This is an optimization exercise on Yosys and OpenROAD, whose aim is small area, not a production implementation. The RTL was checked by simulation tests, not by an equivalence proof against the original design. Power figures rest on the tool's default switching activity, not on a simulated workload.

==> module orderBookDirectoryParser, before the edit <==
module orderBookDirectoryParser
(
    input  wire logic                    clk,
    input  wire logic                    rst,
    input  wire logic [(8 * 8)-1:0]   dataIn,
    input  wire logic                    wordValid,
    input  wire logic                    start,
    input  wire logic [3-1:0] startOffset,
    output logic                         recordValid,
    output logic [31:0]                  timeStamp,
    output logic [31:0]                  orderBookId,
    output logic [(8 * 8)-1:0]        symbol,
    output logic [95:0]                  isin,
    output logic [7:0]                   financialProduct,
    output logic [23:0]                  tradingCurrency,
    output logic [15:0]                  decimalsInPrice,
    output logic [15:0]                  decimalsInNominalValue,
    output logic [31:0]                  oddLotSize,
    output logic [31:0]                  roundLotSize,
    output logic [31:0]                  blockLotSize,
    output logic [(8 * 8)-1:0]        nominalValue
);
    localparam int MSG_BYTES = 7 * 8;
    localparam int MSG_BITS = MSG_BYTES * 8;
    logic [2:0]              beat;        
    logic [3-1:0] offset;      
    logic                    pending;     
    logic [MSG_BITS-1:0]     msgBuf;      
    logic [MSG_BITS-1:0]     record;
    logic                    busy;
    logic                    firstBeat;
    logic                    anyBeat;
    logic                    lastBeat;
    logic [3-1:0] shift;
    logic [(8 * 8)-1:0]   rotWord;
    logic [7:0]              beatIs;      
    logic [7:0]              wraps;       
    logic [MSG_BYTES-1:0]    writeByte;
    logic [MSG_BYTES-1:0]    keepByte;
    logic                    loadRecord;
    logic                    holdRecord;
    function automatic logic [2:0] gray(input logic [2:0] n);
        gray = n ^ (n >> 1);
    endfunction
    function automatic logic [2:0] grayNext(input logic [2:0] g);
        case (g)
            3'b000: grayNext = 3'b001;
            3'b001: grayNext = 3'b011;
            3'b011: grayNext = 3'b010;
            3'b010: grayNext = 3'b110;
            3'b110: grayNext = 3'b111;
            3'b111: grayNext = 3'b101;
            3'b101: grayNext = 3'b100;
            default: grayNext = 3'b000;
        endcase
    endfunction
    assign busy = (beat != 3'd0);
    assign firstBeat = !busy && wordValid && start;
    assign anyBeat = firstBeat || (busy && wordValid);
    assign lastBeat = busy && wordValid &&
                      ((beat == gray(3'd7)) || ((beat == gray(3'd6)) && (offset == '0)));
    for (genvar i = 0; i < 3; i++) begin : g_shift
        selectBit shiftSel (
            .a    (offset[i]),
            .aSel (busy),
            .b    (startOffset[i]),
            .bSel (!busy),
            .y    (shift[i])
        );
    end
    always_ff @(posedge clk) begin
        if (rst) begin
            beat <= 3'd0;
            pending <= 1'b0;
            recordValid <= 1'b0;
        end else begin
            pending <= lastBeat;
            recordValid <= pending;
            if (lastBeat) begin
                beat <= 3'd0;
            end else if (anyBeat) begin
                beat <= grayNext(beat);
            end
        end
    end
    always_ff @(posedge clk) begin
        offset <= shift;
    end
    byteRotator rotatorInst (
        .word  (dataIn),
        .shift (shift),
        .shiftN (~shift),
        .y     (rotWord)
    );
    always_comb begin
        for (int b = 0; b < 8; b++) begin
            beatIs[b] = anyBeat && (beat == gray(3'(b)));
        end
        for (int j = 0; j < 8; j++) begin
            wraps[j] = (j > 0) && (shift >= 3'(8 - j));
        end
    end
    for (genvar w = 0; w < 7; w++) begin : g_word
        assign writeByte[8 * w] = beatIs[w];
        assign keepByte[8 * w] = !beatIs[w];
        for (genvar j = 1; j < 8; j++) begin : g_byte
            if (8 * w + j == MSG_BYTES - 1) begin : g_last
                assign writeByte[8 * w + j] = 1'b1;
                assign keepByte[8 * w + j] = 1'b0;
            end else begin : g_enable
                byteEnable enableInst (
                    .wraps  (wraps[j]),
                    .wrapsN (!wraps[j]),
                    .now    (beatIs[w]),
                    .next   (beatIs[w + 1]),
                    .write  (writeByte[8 * w + j]),
                    .keep   (keepByte[8 * w + j])
                );
            end
        end
    end
    assign loadRecord = pending && !rst;
    assign holdRecord = !pending && !rst;
    logic [MSG_BITS-1:0] msgBufNext;
    logic [MSG_BITS-1:0] recordNext;
    for (genvar i = 0; i < MSG_BITS; i++) begin : g_bit
        if (i / 8 == MSG_BYTES - 1) begin : g_last
            assign msgBufNext[i] = rotWord[i % (8 * 8)];
        end else begin : g_held
            selectBit bufSel (
                .a    (rotWord[i % (8 * 8)]),
                .aSel (writeByte[i / 8]),
                .b    (msgBuf[i]),
                .bSel (keepByte[i / 8]),
                .y    (msgBufNext[i])
            );
        end
        selectBit recordSel (
            .a    (msgBuf[i]),
            .aSel (loadRecord),
            .b    (record[i]),
            .bSel (holdRecord),
            .y    (recordNext[i])
        );
    end
    always_ff @(posedge clk) begin
        msgBuf <= msgBufNext;
        record <= recordNext;
    end
    assign timeStamp = record[31:0];
    assign orderBookId = record[63:32];
    assign symbol = record[127:64];
    assign isin = record[223:128];
    assign financialProduct = record[231:224];
    assign tradingCurrency = record[255:232];
    assign decimalsInPrice = record[271:256];
    assign decimalsInNominalValue = record[287:272];
    assign oddLotSize = record[319:288];
    assign roundLotSize = record[351:320];
    assign blockLotSize = record[383:352];
    assign nominalValue = record[447:384];
endmodule
export LEC_CHECK = 0
export CAP_MARGIN = 20
export CORE_MARGIN = 2
export CORE_UTILIZATION = 75
export SLEW_MARGIN = 20
export SYNTH_HIERARCHICAL = 1
create_clock -name core_clock -period 5.0 [get_ports {clk}]
standard.sh (not shown) runs the stock make flow with config.mk's settings and CLKGATE_MAP_FILE= SYNTH_SCRIPT=/design/flow/synth_recipe.tcl, a recipe that flattens the netlist after the stock synthesis.
==> flow/flow/run.sh <==
#!/bin/bash
# The standard layout, with two changes: the port buffers are the smallest
# buffer cell, and clock tree synthesis is tuned for area.
set -euo pipefail
bash standard.sh synth > synth.log 2>&1
bash standard.sh \
    "BUFFER_PORTS_ARGS=-buffer_cell sky130_fd_sc_hd__buf_1" \
    "CTS_ARGS=-sink_clustering_enable -repair_clock_nets -dont_use_dummy_load -buf_list sky130_fd_sc_hd__clkbuf_8 -sink_clustering_size 18 -sink_clustering_max_diameter 50" \
    finish > layout.log 2>&1
Rerun with:
--- a/flow/design.v
+++ b/flow/design.v
@@ -85,9 +85,11 @@
             end
         end
     end
     always_ff @(posedge clk) begin
-        offset <= shift;
+        if (firstBeat) begin
+            offset <= startOffset;
+        end
     end
     byteRotator rotatorInst (
         .word  (dataIn),
         .shift (shift),
@@ -105,39 +107,30 @@
     for (genvar w = 0; w < 7; w++) begin : g_word
         assign writeByte[8 * w] = beatIs[w];
         assign keepByte[8 * w] = !beatIs[w];
         for (genvar j = 1; j < 8; j++) begin : g_byte
-            if (8 * w + j == MSG_BYTES - 1) begin : g_last
-                assign writeByte[8 * w + j] = 1'b1;
-                assign keepByte[8 * w + j] = 1'b0;
-            end else begin : g_enable
-                byteEnable enableInst (
-                    .wraps  (wraps[j]),
-                    .wrapsN (!wraps[j]),
-                    .now    (beatIs[w]),
-                    .next   (beatIs[w + 1]),
-                    .write  (writeByte[8 * w + j]),
-                    .keep   (keepByte[8 * w + j])
-                );
-            end
+            byteEnable enableInst (
+                .wraps  (wraps[j]),
+                .wrapsN (!wraps[j]),
+                .now    (beatIs[w]),
+                .next   (beatIs[w + 1]),
+                .write  (writeByte[8 * w + j]),
+                .keep   (keepByte[8 * w + j])
+            );
         end
     end
     assign loadRecord = pending && !rst;
     assign holdRecord = !pending && !rst;
     logic [MSG_BITS-1:0] msgBufNext;
     logic [MSG_BITS-1:0] recordNext;
     for (genvar i = 0; i < MSG_BITS; i++) begin : g_bit
-        if (i / 8 == MSG_BYTES - 1) begin : g_last
-            assign msgBufNext[i] = rotWord[i % (8 * 8)];
-        end else begin : g_held
-            selectBit bufSel (
-                .a    (rotWord[i % (8 * 8)]),
-                .aSel (writeByte[i / 8]),
-                .b    (msgBuf[i]),
-                .bSel (keepByte[i / 8]),
-                .y    (msgBufNext[i])
-            );
-        end
+        selectBit bufSel (
+            .a    (rotWord[i % (8 * 8)]),
+            .aSel (writeByte[i / 8]),
+            .b    (msgBuf[i]),
+            .bSel (keepByte[i / 8]),
+            .y    (msgBufNext[i])
+        );
         selectBit recordSel (
             .a    (msgBuf[i]),
             .aSel (loadRecord),
             .b    (record[i]),
Outcome:
- fmax goes up by 1.3%
- die area goes up by 0.42%
- total power goes down by 1.3%
- utilization goes up by 0.16 points
- clock-buffer cell count does not change
- combinational power goes down by about 6%
- wire length goes down by 1.6%
- final area goes up by 0.42%
- setup slack gains 0.052 ns
- global-route usage goes down by 0.89 points
- non-clock buffer count goes up by 3
- area after synthesis goes up by 0.43%
- via count goes up by 0.83%
- sequential share of layout area goes down by 0.14 points

-- what the ideal ports hide --
How much do the figures lean on ideal ports? The routed layouts below were timed once more, with nothing changed but the port constraints. Step 1 (the two cells are an assumption about what drives the block):
set clk [get_ports {clk}]
set_driving_cell -lib_cell sky130_fd_sc_hd__clkbuf_16 $clk
set_driving_cell -lib_cell sky130_fd_sc_hd__buf_2 [delete_from_list [all_inputs] $clk]
Step 2 moves the port delays by t, midway between the first and last clock arrival at a register: inputs arrive t later, outputs are due t later. That takes back most of the time a late clock gives input paths. Slacks: no drivers / after step 1 / after step 2; pairs: no drivers / after step 1.
run | shift t [ns] | setup slack, ns | hold WS [ns] | worst register clock-pin slew, ns | cell pins on the clock port's net
the first run | 0.740 | 1.112 / 1.112 / 0.991 | 0.467 / 0.467 / 0.467 | 0.11 / 0.11 | 1
the second run | 0.748 | 1.164 / 1.164 / 0.993 | 0.479 / 0.479 / 0.479 | 0.11 / 0.11 | 1
After both steps every run listed still meets setup and hold. The setup slack of the second run, which loses most, moves by 0.000 ns with the drivers and by -0.171 ns with both steps.
